Context: an optimization exercise on an open-source flow, tuned for small area, a short achievable clock period and few clock cycles per item. The choices shown serve that exercise and are no tape-out recipe. Where RTL was checked, it was by simulation tests only, not by an equivalence proof against the original.

==> exp/xenon: inputs <==
Design rgb_to_hsv_pixel_top, start of the top module:
module rgb_to_hsv_pixel_top (
   input  logic        clock,
   input  logic        reset,
   input  logic        pix_valid,
   output logic        pix_ready,
   input  logic [7:0]  pix_red,
   input  logic [7:0]  pix_green,
   input  logic [7:0]  pix_blue,
   output logic        hsv_valid,
   input  logic        hsv_ready,
   output logic [14:0] hsv_hue,
   output logic [7:0]  hsv_saturation,
   output logic [7:0]  hsv_brightness,
   output logic        hsv_is_gray
);
Settings: LEC_CHECK=0, ABC_AREA=1, CAP_MARGIN=20, CORE_MARGIN=2, CORE_UTILIZATION=40, CTS_CLUSTER_DIAMETER=80, CTS_CLUSTER_SIZE=24, SETUP_SLACK_MARGIN=4.6, SLEW_MARGIN=20, TNS_END_PERCENT=10; clock period 8.5 ns.
run.sh (not shown) runs the stock make flow with config.mk's settings and CLKGATE_MAP_FILE= SYNTH_SCRIPT=/design/flow/synth_recipe.tcl, a recipe that flattens the netlist after the stock synthesis.
==> exp/pepper: changes against exp/xenon <==
--- a/flow/design.v
+++ b/flow/design.v
@@ -11,30 +11,29 @@
    output logic [14:0] hsv_hue,
    output logic [7:0]  hsv_saturation,
    output logic [7:0]  hsv_brightness,
    output logic        hsv_is_gray
 );
    logic [0:0] rg_1;
    logic [0:0] rb_2;
    logic [0:0] gb_3;
-   logic v1;
-   logic [7:0] s1_r;
-   logic [7:0] s1_g;
-   logic [7:0] s1_b;
-   logic [0:0] s1_rg;
-   logic [0:0] s1_rb;
-   logic [0:0] s1_gb;
    logic [0:0] isr_4;
    logic [0:0] isg_5;
    logic [1:0] sec_6;
    logic [7:0] mx_7;
    logic [7:0] md_8;
    logic [7:0] mn_9;
    logic [0:0] neg_10;
+   logic v1;
+   logic [1:0] s1_sec;
+   logic [7:0] s1_mx;
+   logic [7:0] s1_md;
+   logic [7:0] s1_mn;
+   logic [0:0] s1_neg;
    logic [7:0] dl_11;
    logic [7:0] d_12;
    logic [11:0] d15_13;
    logic [7:0] hR_14;
    logic [3:0] hL_15;
    logic v2;
    logic [1:0] s2_sec;
    logic [7:0] s2_mx;
@@ -214,25 +213,25 @@
    logic [7:0] sat_138;
    logic [31:0] res_139;
    logic en;
    logic o_valid;
    logic [31:0] o_res;
    assign rg_1 = pix_red >= pix_green;
    assign rb_2 = pix_red >= pix_blue;
    assign gb_3 = pix_green >= pix_blue;
-   assign isr_4 = s1_rg & s1_rb;
-   assign isg_5 = ~isr_4 & s1_gb;
+   assign isr_4 = rg_1 & rb_2;
+   assign isg_5 = ~isr_4 & gb_3;
    assign sec_6 = {~isr_4 & ~isg_5, isg_5};
-   assign mx_7 = isr_4 ? s1_r : (isg_5 ? s1_g : s1_b);
-   assign md_8 = isr_4 ? (s1_gb ? s1_g : s1_b) : (isg_5 ? (s1_rb ? s1_r : s1_b) : (s1_rg ? s1_r : s1_g));
-   assign mn_9 = isr_4 ? (s1_gb ? s1_b : s1_g) : (isg_5 ? (s1_rb ? s1_b : s1_r) : (s1_rg ? s1_g : s1_r));
-   assign neg_10 = isr_4 ? ~s1_gb : (isg_5 ? s1_rb : ~s1_rg);
-   assign dl_11 = mx_7 - mn_9;
-   assign d_12 = md_8 - mn_9;
+   assign mx_7 = isr_4 ? pix_red : (isg_5 ? pix_green : pix_blue);
+   assign md_8 = isr_4 ? (gb_3 ? pix_green : pix_blue) : (isg_5 ? (rb_2 ? pix_red : pix_blue) : (rg_1 ? pix_red : pix_green));
+   assign mn_9 = isr_4 ? (gb_3 ? pix_blue : pix_green) : (isg_5 ? (rb_2 ? pix_blue : pix_red) : (rg_1 ? pix_green : pix_red));
+   assign neg_10 = isr_4 ? ~gb_3 : (isg_5 ? rb_2 : ~rg_1);
+   assign dl_11 = s1_mx - s1_mn;
+   assign d_12 = s1_md - s1_mn;
    assign d15_13 = {d_12, 4'b0000} - {4'b0000, d_12};
    assign hR_14 = d15_13[11:4];
    assign hL_15 = d15_13[3:0];
    assign hL_16 = s2_hL[2:0];
    assign hT_17 = {s2_hR, s2_hL[3]};
    assign hD_18 = {1'b0, hT_17} - {2'b00, s2_dl};
    assign hge_19 = ~hD_18[9];
    assign hR_20 = hge_19 ? hD_18[7:0] : hT_17[7:0];
@@ -356,33 +355,32 @@
    assign sat_138 = gray_128 ? 8'd0 : sQ_127;
    assign res_139 = {hue_137, sat_138, s7_mx, gray_128};
    always_ff @(posedge clock) begin
       if (reset) v1 <= 1'b0;
       else if (en) v1 <= (pix_valid & pix_ready);
    end
    always_ff @(posedge clock) begin
       if (en) begin
-         s1_r <= pix_red;
-         s1_g <= pix_green;
-         s1_b <= pix_blue;
-         s1_rg <= rg_1;
-         s1_rb <= rb_2;
-         s1_gb <= gb_3;
+         s1_sec <= sec_6;
+         s1_mx <= mx_7;
+         s1_md <= md_8;
+         s1_mn <= mn_9;
+         s1_neg <= neg_10;
       end
    end
    always_ff @(posedge clock) begin
       if (reset) v2 <= 1'b0;
       else if (en) v2 <= v1;
    end
    always_ff @(posedge clock) begin
       if (en) begin
-         s2_sec <= sec_6;
-         s2_mx <= mx_7;
-         s2_neg <= neg_10;
+         s2_sec <= s1_sec;
+         s2_mx <= s1_mx;
+         s2_neg <= s1_neg;
          s2_dl <= dl_11;
          s2_hR <= hR_14;
          s2_hL <= hL_15;
       end
    end
    always_ff @(posedge clock) begin
       if (reset) v3 <= 1'b0;
       else if (en) v3 <= v2;
- CORE_UTILIZATION: 40 -> 55
- PLACE_DENSITY: default -> 0.75
- SETUP_SLACK_MARGIN: 4.6 -> 4.75
==> run summary <==
Between exp/pepper and exp/xenon, the lower via count is in exp/pepper (gap 0.97%, measured against exp/xenon).
Of exp/pepper and exp/xenon, exp/xenon has the higher wire length (gap 6.3%, measured against exp/xenon).
exp/pepper ran to the end with no violations. exp/xenon finished clean.
In exp/pepper the sequential share of layout area is higher than in exp/xenon, by 1.3 points.
Global-route usage: exp/pepper is higher than exp/xenon (4.5 points).
Against exp/xenon, the die area of exp/pepper is lower by 27%.
Sequential cell count is the same in exp/xenon and exp/pepper.
Design area: exp/xenon is higher than exp/pepper (3.2%).
Of exp/pepper and exp/xenon, exp/xenon has the higher cell count (gap 9.0%, measured against exp/xenon).
Between exp/pepper and exp/xenon, the lower clock-buffer cell count is in exp/pepper (gap 1).
Testbench counts of exp/xenon, summed over its fixed seeds: cycles 16,064, items 16,000.
Testbench counts of exp/pepper, summed over its fixed seeds: cycles 16,064, items 16,000.

* * *

==> inputs of nickel <==
Another version of the RTL of rgb_to_hsv_pixel_top (not shown whole).
// rgb_to_hsv_pixel_top
module rgb_to_hsv_pixel_top (
   input  logic        clock,
   input  logic        reset,
   input  logic        pix_valid,
   output logic        pix_ready,
   input  logic [7:0]  pix_red,
   input  logic [7:0]  pix_green,
   input  logic [7:0]  pix_blue,
   output logic        hsv_valid,
   input  logic        hsv_ready,
   output logic [14:0] hsv_hue,
   output logic [7:0]  hsv_saturation,
   output logic [7:0]  hsv_brightness,
   output logic        hsv_is_gray
);
==> flow/config.mk <==
export PLATFORM = sky130hd
export DESIGN_NAME = rgb_to_hsv_pixel_top
export DESIGN_NICKNAME = rgb_to_hsv_pixel_top
export VERILOG_FILES = /design/flow/design.v
export SDC_FILE = /design/flow/constraint.sdc
export NUM_CORES = 4
export LEC_CHECK = 0
export ABC_CLOCK_PERIOD_IN_PS = 3500
export CAP_MARGIN = 20
export CORE_MARGIN = 2
export CORE_UTILIZATION = 40
export SETUP_SLACK_MARGIN = 5
export SLEW_MARGIN = 20
==> flow/constraint.sdc <==
create_clock -name core_clock -period 8.5 [get_ports {clock}]
set_input_delay 1.7000 -clock core_clock [delete_from_list [all_inputs] [get_ports {clock}]]
set_output_delay 1.7000 -clock core_clock [all_outputs]
set_load 0.01 [all_outputs]
==> fjord: changes against nickel <==
--- a/flow/design.v
+++ b/flow/design.v
@@ -10,40 +10,37 @@
    input  logic        hsv_ready,
    output logic [14:0] hsv_hue,
    output logic [7:0]  hsv_saturation,
    output logic [7:0]  hsv_brightness,
    output logic        hsv_is_gray
 );
+   logic v1;
+   logic [7:0] s1_pr;
+   logic [7:0] s1_pg;
+   logic [7:0] s1_pb;
    logic [0:0] rg_1;
    logic [0:0] rb_2;
    logic [0:0] gb_3;
-   logic v1;
-   logic [7:0] s1_r;
-   logic [7:0] s1_g;
-   logic [7:0] s1_b;
-   logic [0:0] s1_rg;
-   logic [0:0] s1_rb;
-   logic [0:0] s1_gb;
    logic [0:0] isr_4;
    logic [0:0] isg_5;
    logic [1:0] sec_6;
    logic [7:0] mx_7;
    logic [7:0] mn_8;
-   logic [7:0] da_9;
-   logic [7:0] db_10;
-   logic [0:0] neg_11;
-   logic [7:0] dl_12;
+   logic [7:0] dl_9;
+   logic [7:0] da_10;
+   logic [7:0] db_11;
+   logic [0:0] neg_12;
    logic [7:0] d_13;
    logic [11:0] d15_14;
    logic [7:0] hR_15;
    logic [3:0] hL_16;
    logic v2;
    logic [1:0] s2_sec;
    logic [7:0] s2_mx;
-   logic [0:0] s2_neg;
    logic [7:0] s2_dl;
+   logic [0:0] s2_neg;
    logic [7:0] s2_hR;
    logic [3:0] s2_hL;
    logic [2:0] hL_17;
    logic [8:0] hT_18;
    logic [9:0] hD_19;
    logic [0:0] hge_20;
@@ -55,14 +52,14 @@
    logic [0:0] hge_26;
    logic [7:0] hR_27;
    logic [1:0] hQ_28;
    logic v3;
    logic [1:0] s3_sec;
    logic [7:0] s3_mx;
-   logic [0:0] s3_neg;
    logic [7:0] s3_dl;
+   logic [0:0] s3_neg;
    logic [7:0] s3_hR;
    logic [1:0] s3_hL;
    logic [1:0] s3_hQ;
    logic [0:0] hL_29;
    logic [8:0] hT_30;
    logic [9:0] hD_31;
@@ -74,14 +71,14 @@
    logic [0:0] hge_37;
    logic [7:0] hR_38;
    logic [3:0] hQ_39;
    logic v4;
    logic [1:0] s4_sec;
    logic [7:0] s4_mx;
-   logic [0:0] s4_neg;
    logic [7:0] s4_dl;
+   logic [0:0] s4_neg;
    logic [7:0] s4_hR;
    logic [3:0] s4_hQ;
    logic [7:0] nd_40;
    logic [7:0] sR_41;
    logic [8:0] hT_42;
    logic [9:0] hD_43;
@@ -103,14 +100,14 @@
    logic [0:0] sge_59;
    logic [7:0] sR_60;
    logic [1:0] sQ_61;
    logic v5;
    logic [1:0] s5_sec;
    logic [7:0] s5_mx;
-   logic [0:0] s5_neg;
    logic [7:0] s5_dl;
+   logic [0:0] s5_neg;
    logic [7:0] s5_hR;
    logic [5:0] s5_hQ;
    logic [7:0] s5_sR;
    logic [1:0] s5_sQ;
    logic [7:0] nd_62;
    logic [8:0] hT_63;
@@ -133,14 +130,14 @@
    logic [0:0] sge_80;
    logic [7:0] sR_81;
    logic [3:0] sQ_82;
    logic v6;
    logic [1:0] s6_sec;
    logic [7:0] s6_mx;
-   logic [0:0] s6_neg;
    logic [7:0] s6_dl;
+   logic [0:0] s6_neg;
    logic [7:0] s6_hR;
    logic [7:0] s6_hQ;
    logic [7:0] s6_sR;
    logic [3:0] s6_sQ;
    logic [7:0] nd_83;
    logic [8:0] hT_84;
@@ -163,14 +160,14 @@
    logic [0:0] sge_101;
    logic [7:0] sR_102;
    logic [5:0] sQ_103;
    logic v7;
    logic [1:0] s7_sec;
    logic [7:0] s7_mx;
-   logic [0:0] s7_neg;
    logic [7:0] s7_dl;
+   logic [0:0] s7_neg;
    logic [7:0] s7_hR;
    logic [9:0] s7_hQ;
    logic [7:0] s7_sR;
    logic [5:0] s7_sQ;
    logic [7:0] nd_104;
    logic [8:0] hT_105;
@@ -206,25 +203,25 @@
    logic [14:0] hue_128;
    logic [7:0] sat_129;
    logic [31:0] res_130;
    logic en;
    logic o_valid;
    logic [31:0] o_res;
-   assign rg_1 = pix_red >= pix_green;
-   assign rb_2 = pix_red >= pix_blue;
-   assign gb_3 = pix_green >= pix_blue;
-   assign isr_4 = s1_rg & s1_rb;
-   assign isg_5 = ~isr_4 & s1_gb;
+   assign rg_1 = s1_pr >= s1_pg;
+   assign rb_2 = s1_pr >= s1_pb;
+   assign gb_3 = s1_pg >= s1_pb;
+   assign isr_4 = rg_1 & rb_2;
+   assign isg_5 = ~isr_4 & gb_3;
    assign sec_6 = {~isr_4 & ~isg_5, isg_5};
-   assign mx_7 = isr_4 ? s1_r : (isg_5 ? s1_g : s1_b);
-   assign mn_8 = s1_rg ? (s1_gb ? s1_b : s1_g) : (s1_rb ? s1_b : s1_r);
-   assign da_9 = isr_4 ? s1_g : (isg_5 ? s1_b : s1_r);
-   assign db_10 = isr_4 ? s1_b : (isg_5 ? s1_r : s1_g);
-   assign neg_11 = isr_4 ? ~s1_gb : (isg_5 ? s1_rb : ~s1_rg);
-   assign dl_12 = mx_7 - mn_8;
-   assign d_13 = neg_11 ? db_10 - da_9 : da_9 - db_10;
+   assign mx_7 = isr_4 ? s1_pr : (isg_5 ? s1_pg : s1_pb);
+   assign mn_8 = rg_1 ? (gb_3 ? s1_pb : s1_pg) : (rb_2 ? s1_pb : s1_pr);
+   assign dl_9 = mx_7 - mn_8;
+   assign da_10 = isr_4 ? s1_pg : (isg_5 ? s1_pb : s1_pr);
+   assign db_11 = isr_4 ? s1_pb : (isg_5 ? s1_pr : s1_pg);
+   assign neg_12 = da_10 < db_11;
+   assign d_13 = neg_12 ? db_11 - da_10 : da_10 - db_11;
    assign d15_14 = {d_13, 4'b0000} - {4'b0000, d_13};
    assign hR_15 = d15_14[11:4];
    assign hL_16 = d15_14[3:0];
    assign hL_17 = s2_hL[2:0];
    assign hT_18 = {s2_hR, s2_hL[3]};
    assign hD_19 = {1'b0, hT_18} - {2'b00, s2_dl};
@@ -342,44 +339,41 @@
    always_ff @(posedge clock) begin
       if (reset) v1 <= 1'b0;
       else if (en) v1 <= pix_valid;
    end
    always_ff @(posedge clock) begin
       if (en) begin
-         s1_r <= pix_red;
-         s1_g <= pix_green;
-         s1_b <= pix_blue;
-         s1_rg <= rg_1;
-         s1_rb <= rb_2;
-         s1_gb <= gb_3;
+         s1_pr <= pix_red;
+         s1_pg <= pix_green;
+         s1_pb <= pix_blue;
       end
    end
    always_ff @(posedge clock) begin
       if (reset) v2 <= 1'b0;
       else if (en) v2 <= v1;
    end
    always_ff @(posedge clock) begin
       if (en) begin
          s2_sec <= sec_6;
          s2_mx <= mx_7;
-         s2_neg <= neg_11;
-         s2_dl <= dl_12;
+         s2_dl <= dl_9;
+         s2_neg <= neg_12;
          s2_hR <= hR_15;
          s2_hL <= hL_16;
       end
    end
    always_ff @(posedge clock) begin
       if (reset) v3 <= 1'b0;
       else if (en) v3 <= v2;
    end
    always_ff @(posedge clock) begin
       if (en) begin
          s3_sec <= s2_sec;
          s3_mx <= s2_mx;
-         s3_neg <= s2_neg;
          s3_dl <= s2_dl;
+         s3_neg <= s2_neg;
          s3_hR <= hR_27;
          s3_hL <= hL_23;
          s3_hQ <= hQ_28;
       end
    end
    always_ff @(posedge clock) begin
@@ -387,28 +381,28 @@
       else if (en) v4 <= v3;
    end
    always_ff @(posedge clock) begin
       if (en) begin
          s4_sec <= s3_sec;
          s4_mx <= s3_mx;
-         s4_neg <= s3_neg;
          s4_dl <= s3_dl;
+         s4_neg <= s3_neg;
          s4_hR <= hR_38;
          s4_hQ <= hQ_39;
       end
    end
    always_ff @(posedge clock) begin
       if (reset) v5 <= 1'b0;
       else if (en) v5 <= v4;
    end
    always_ff @(posedge clock) begin
       if (en) begin
          s5_sec <= s4_sec;
          s5_mx <= s4_mx;
-         s5_neg <= s4_neg;
          s5_dl <= s4_dl;
+         s5_neg <= s4_neg;
          s5_hR <= hR_55;
          s5_hQ <= hQ_56;
          s5_sR <= sR_60;
          s5_sQ <= sQ_61;
       end
    end
@@ -417,14 +411,14 @@
       else if (en) v6 <= v5;
    end
    always_ff @(posedge clock) begin
       if (en) begin
          s6_sec <= s5_sec;
          s6_mx <= s5_mx;
-         s6_neg <= s5_neg;
          s6_dl <= s5_dl;
+         s6_neg <= s5_neg;
          s6_hR <= hR_76;
          s6_hQ <= hQ_77;
          s6_sR <= sR_81;
          s6_sQ <= sQ_82;
       end
    end
@@ -433,14 +427,14 @@
       else if (en) v7 <= v6;
    end
    always_ff @(posedge clock) begin
       if (en) begin
          s7_sec <= s6_sec;
          s7_mx <= s6_mx;
-         s7_neg <= s6_neg;
          s7_dl <= s6_dl;
+         s7_neg <= s6_neg;
          s7_hR <= hR_97;
          s7_hQ <= hQ_98;
          s7_sR <= sR_102;
          s7_sQ <= sQ_103;
       end
    end
Settings changed: ABC_CLOCK_PERIOD_IN_PS 3500 to 3000.
==> quartz: changes against nickel <==
--- a/flow/design.v
+++ b/flow/design.v
@@ -245,13 +245,13 @@
    assign hQ_34 = {s3_hQ, hge_32};
    assign hT_35 = {hR_33, hL_29[0]};
    assign hD_36 = {1'b0, hT_35} - {2'b00, s3_dl};
    assign hge_37 = ~hD_36[9];
    assign hR_38 = hge_37 ? hD_36[7:0] : hT_35[7:0];
    assign hQ_39 = {hQ_34, hge_37};
-   assign nd_40 = 8'd0 - s4_dl;
+   assign nd_40 = {s4_dl[7] ^ (|s4_dl[6:0]), s4_dl[6] ^ (|s4_dl[5:0]), s4_dl[5] ^ (|s4_dl[4:0]), s4_dl[4] ^ (|s4_dl[3:0]), s4_dl[3] ^ (|s4_dl[2:0]), s4_dl[2] ^ (|s4_dl[1:0]), s4_dl[1] ^ (|s4_dl[0:0]), s4_dl[0]};
    assign sR_41 = ~nd_40;
    assign hT_42 = {s4_hR, 1'b0};
    assign hD_43 = {1'b0, hT_42} - {2'b00, s4_dl};
    assign hge_44 = ~hD_43[9];
    assign hR_45 = hge_44 ? hD_43[7:0] : hT_42[7:0];
    assign hQ_46 = {s4_hQ, hge_44};
@@ -267,13 +267,13 @@
    assign hQ_56 = {hQ_46, hge_54};
    assign sT_57 = {sR_50, nd_40[6]};
    assign sD_58 = {1'b0, sT_57} - {2'b00, s4_mx};
    assign sge_59 = ~sD_58[9];
    assign sR_60 = sge_59 ? sD_58[7:0] : sT_57[7:0];
    assign sQ_61 = {sQ_51, sge_59};
-   assign nd_62 = 8'd0 - s5_dl;
+   assign nd_62 = {s5_dl[7] ^ (|s5_dl[6:0]), s5_dl[6] ^ (|s5_dl[5:0]), s5_dl[5] ^ (|s5_dl[4:0]), s5_dl[4] ^ (|s5_dl[3:0]), s5_dl[3] ^ (|s5_dl[2:0]), s5_dl[2] ^ (|s5_dl[1:0]), s5_dl[1] ^ (|s5_dl[0:0]), s5_dl[0]};
    assign hT_63 = {s5_hR, 1'b0};
    assign hD_64 = {1'b0, hT_63} - {2'b00, s5_dl};
    assign hge_65 = ~hD_64[9];
    assign hR_66 = hge_65 ? hD_64[7:0] : hT_63[7:0];
    assign hQ_67 = {s5_hQ, hge_65};
    assign sT_68 = {s5_sR, nd_62[5]};
@@ -288,13 +288,13 @@
    assign hQ_77 = {hQ_67, hge_75};
    assign sT_78 = {sR_71, nd_62[4]};
    assign sD_79 = {1'b0, sT_78} - {2'b00, s5_mx};
    assign sge_80 = ~sD_79[9];
    assign sR_81 = sge_80 ? sD_79[7:0] : sT_78[7:0];
    assign sQ_82 = {sQ_72, sge_80};
-   assign nd_83 = 8'd0 - s6_dl;
+   assign nd_83 = {s6_dl[7] ^ (|s6_dl[6:0]), s6_dl[6] ^ (|s6_dl[5:0]), s6_dl[5] ^ (|s6_dl[4:0]), s6_dl[4] ^ (|s6_dl[3:0]), s6_dl[3] ^ (|s6_dl[2:0]), s6_dl[2] ^ (|s6_dl[1:0]), s6_dl[1] ^ (|s6_dl[0:0]), s6_dl[0]};
    assign hT_84 = {s6_hR, 1'b0};
    assign hD_85 = {1'b0, hT_84} - {2'b00, s6_dl};
    assign hge_86 = ~hD_85[9];
    assign hR_87 = hge_86 ? hD_85[7:0] : hT_84[7:0];
    assign hQ_88 = {s6_hQ, hge_86};
    assign sT_89 = {s6_sR, nd_83[3]};
@@ -309,13 +309,13 @@
    assign hQ_98 = {hQ_88, hge_96};
    assign sT_99 = {sR_92, nd_83[2]};
    assign sD_100 = {1'b0, sT_99} - {2'b00, s6_mx};
    assign sge_101 = ~sD_100[9];
    assign sR_102 = sge_101 ? sD_100[7:0] : sT_99[7:0];
    assign sQ_103 = {sQ_93, sge_101};
-   assign nd_104 = 8'd0 - s7_dl;
+   assign nd_104 = {s7_dl[7] ^ (|s7_dl[6:0]), s7_dl[6] ^ (|s7_dl[5:0]), s7_dl[5] ^ (|s7_dl[4:0]), s7_dl[4] ^ (|s7_dl[3:0]), s7_dl[3] ^ (|s7_dl[2:0]), s7_dl[2] ^ (|s7_dl[1:0]), s7_dl[1] ^ (|s7_dl[0:0]), s7_dl[0]};
    assign hT_105 = {s7_hR, 1'b0};
    assign hD_106 = {1'b0, hT_105} - {2'b00, s7_dl};
    assign hge_107 = ~hD_106[9];
    assign hR_108 = hge_107 ? hD_106[7:0] : hT_105[7:0];
    assign hQ_109 = {s7_hQ, hge_107};
    assign sT_110 = {s7_sR, nd_104[1]};
==> run summary <==
Against nickel, the core utilization of fjord is higher by 1.4 points.
Between nickel and fjord, the lower register-to-register slack is in fjord (gap 0.83 ns).
The highest clock skew belongs to quartz, the lowest to fjord.
Of nickel and quartz, nickel has the higher area after synthesis (gap 1.1%, measured against quartz).
Via count: quartz < fjord < nickel.
Against nickel, the critical path depth of fjord is higher by 6.
nickel produced a clean layout. quartz completed without violations. fjord went through all stages and came out clean.
Count of clock-buffer cells in the layout: nickel > fjord > quartz.
==> figures <==
metric                                                              nickel      fjord     quartz
DRC violation total after the first TritonRoute iteration              607        628        576
Crit Reg-Reg Endpoint                                             s6_sR[5]   s2_hR[6]   s5_sR[6]
Run status                                no timing/DRC/antenna violations  no timing/DRC/antenna violations  no timing/DRC/antenna violations
Number of cell instances on the worst register-to-register path         20         26         20
Most Frequent Cell on Critical Path                                a21oi_2     nor2_1          -
Sum of routed wire segments on met1                               19.17 mm   18.78 mm   18.13 mm
Stages on the worst setup path                                          20         26         20
Critical Path RT                                                   8.82 ns    8.83 ns    8.82 ns
Final clock-cell share                                              5.224%     4.929%     5.222%
Final non-clock buffer share                                        9.651%     11.60%     8.785%
Xor and xnor fraction of the mapped netlist area                    5.006%     5.071%     5.055%
Overall die width                                                 236.9 µm   235.5 µm   235.6 µm
Fraction of the cycle the final worst path needs                    50.30%     60.12%     50.95%
Synth Area in Adders                                                14.04%     14.03%     14.31%
GRT Overall Usage                                                   16.37%     16.78%     15.68%
Count of flip-flops with a built-in enable after synthesis             325        322        325
Worst EP arrival                                                   4.59 ns    5.44 ns    4.65 ns
No run of this note included a check of the RTL's function; only the layout flow was run.

-- separate check: timing with driven ports --
In the flow no input, the clock included, has a driving cell. The finished layouts below were timed again as built, in two steps.
Step 1 sets driving cells, clkbuf_16 on the clock port and buf_2 on the other inputs (assumed; they add their load-dependent delay and slew).
Step 2 times the ports against the registers' clock, not the clock port: input delays grow and output delays shrink by t, the midpoint of the rising clock arrivals with the driver on.
Slacks: ideal / step 1 / step 2; pairs: ideal / step 1.
run	shift t [ns]	slack for setup (ns)	latest minus earliest clock arrival (ns)	worst register clock-pin slew, ns	worst slew at a driven data input, ns
exp/xenon	0.596	4.527 / 4.502 / 4.502	0.031 / 0.032	0.10 / 0.10	0.03
exp/pepper	0.559	4.702 / 4.677 / 4.178	0.013 / 0.014	0.09 / 0.09	0.04
nickel	0.625	4.224 / 4.224 / 4.224	0.015 / 0.014	0.07 / 0.07	0.04
fjord	0.624	3.389 / 3.389 / 3.389	0.010 / 0.010	0.06 / 0.06	0.04
quartz	0.629	4.169 / 4.169 / 4.169	0.015 / 0.015	0.06 / 0.06	0.04
After both steps every run listed still meets setup and hold. For exp/pepper, which loses most, drivers alone change the setup slack by -0.025 ns; drivers and shift together by -0.524 ns.
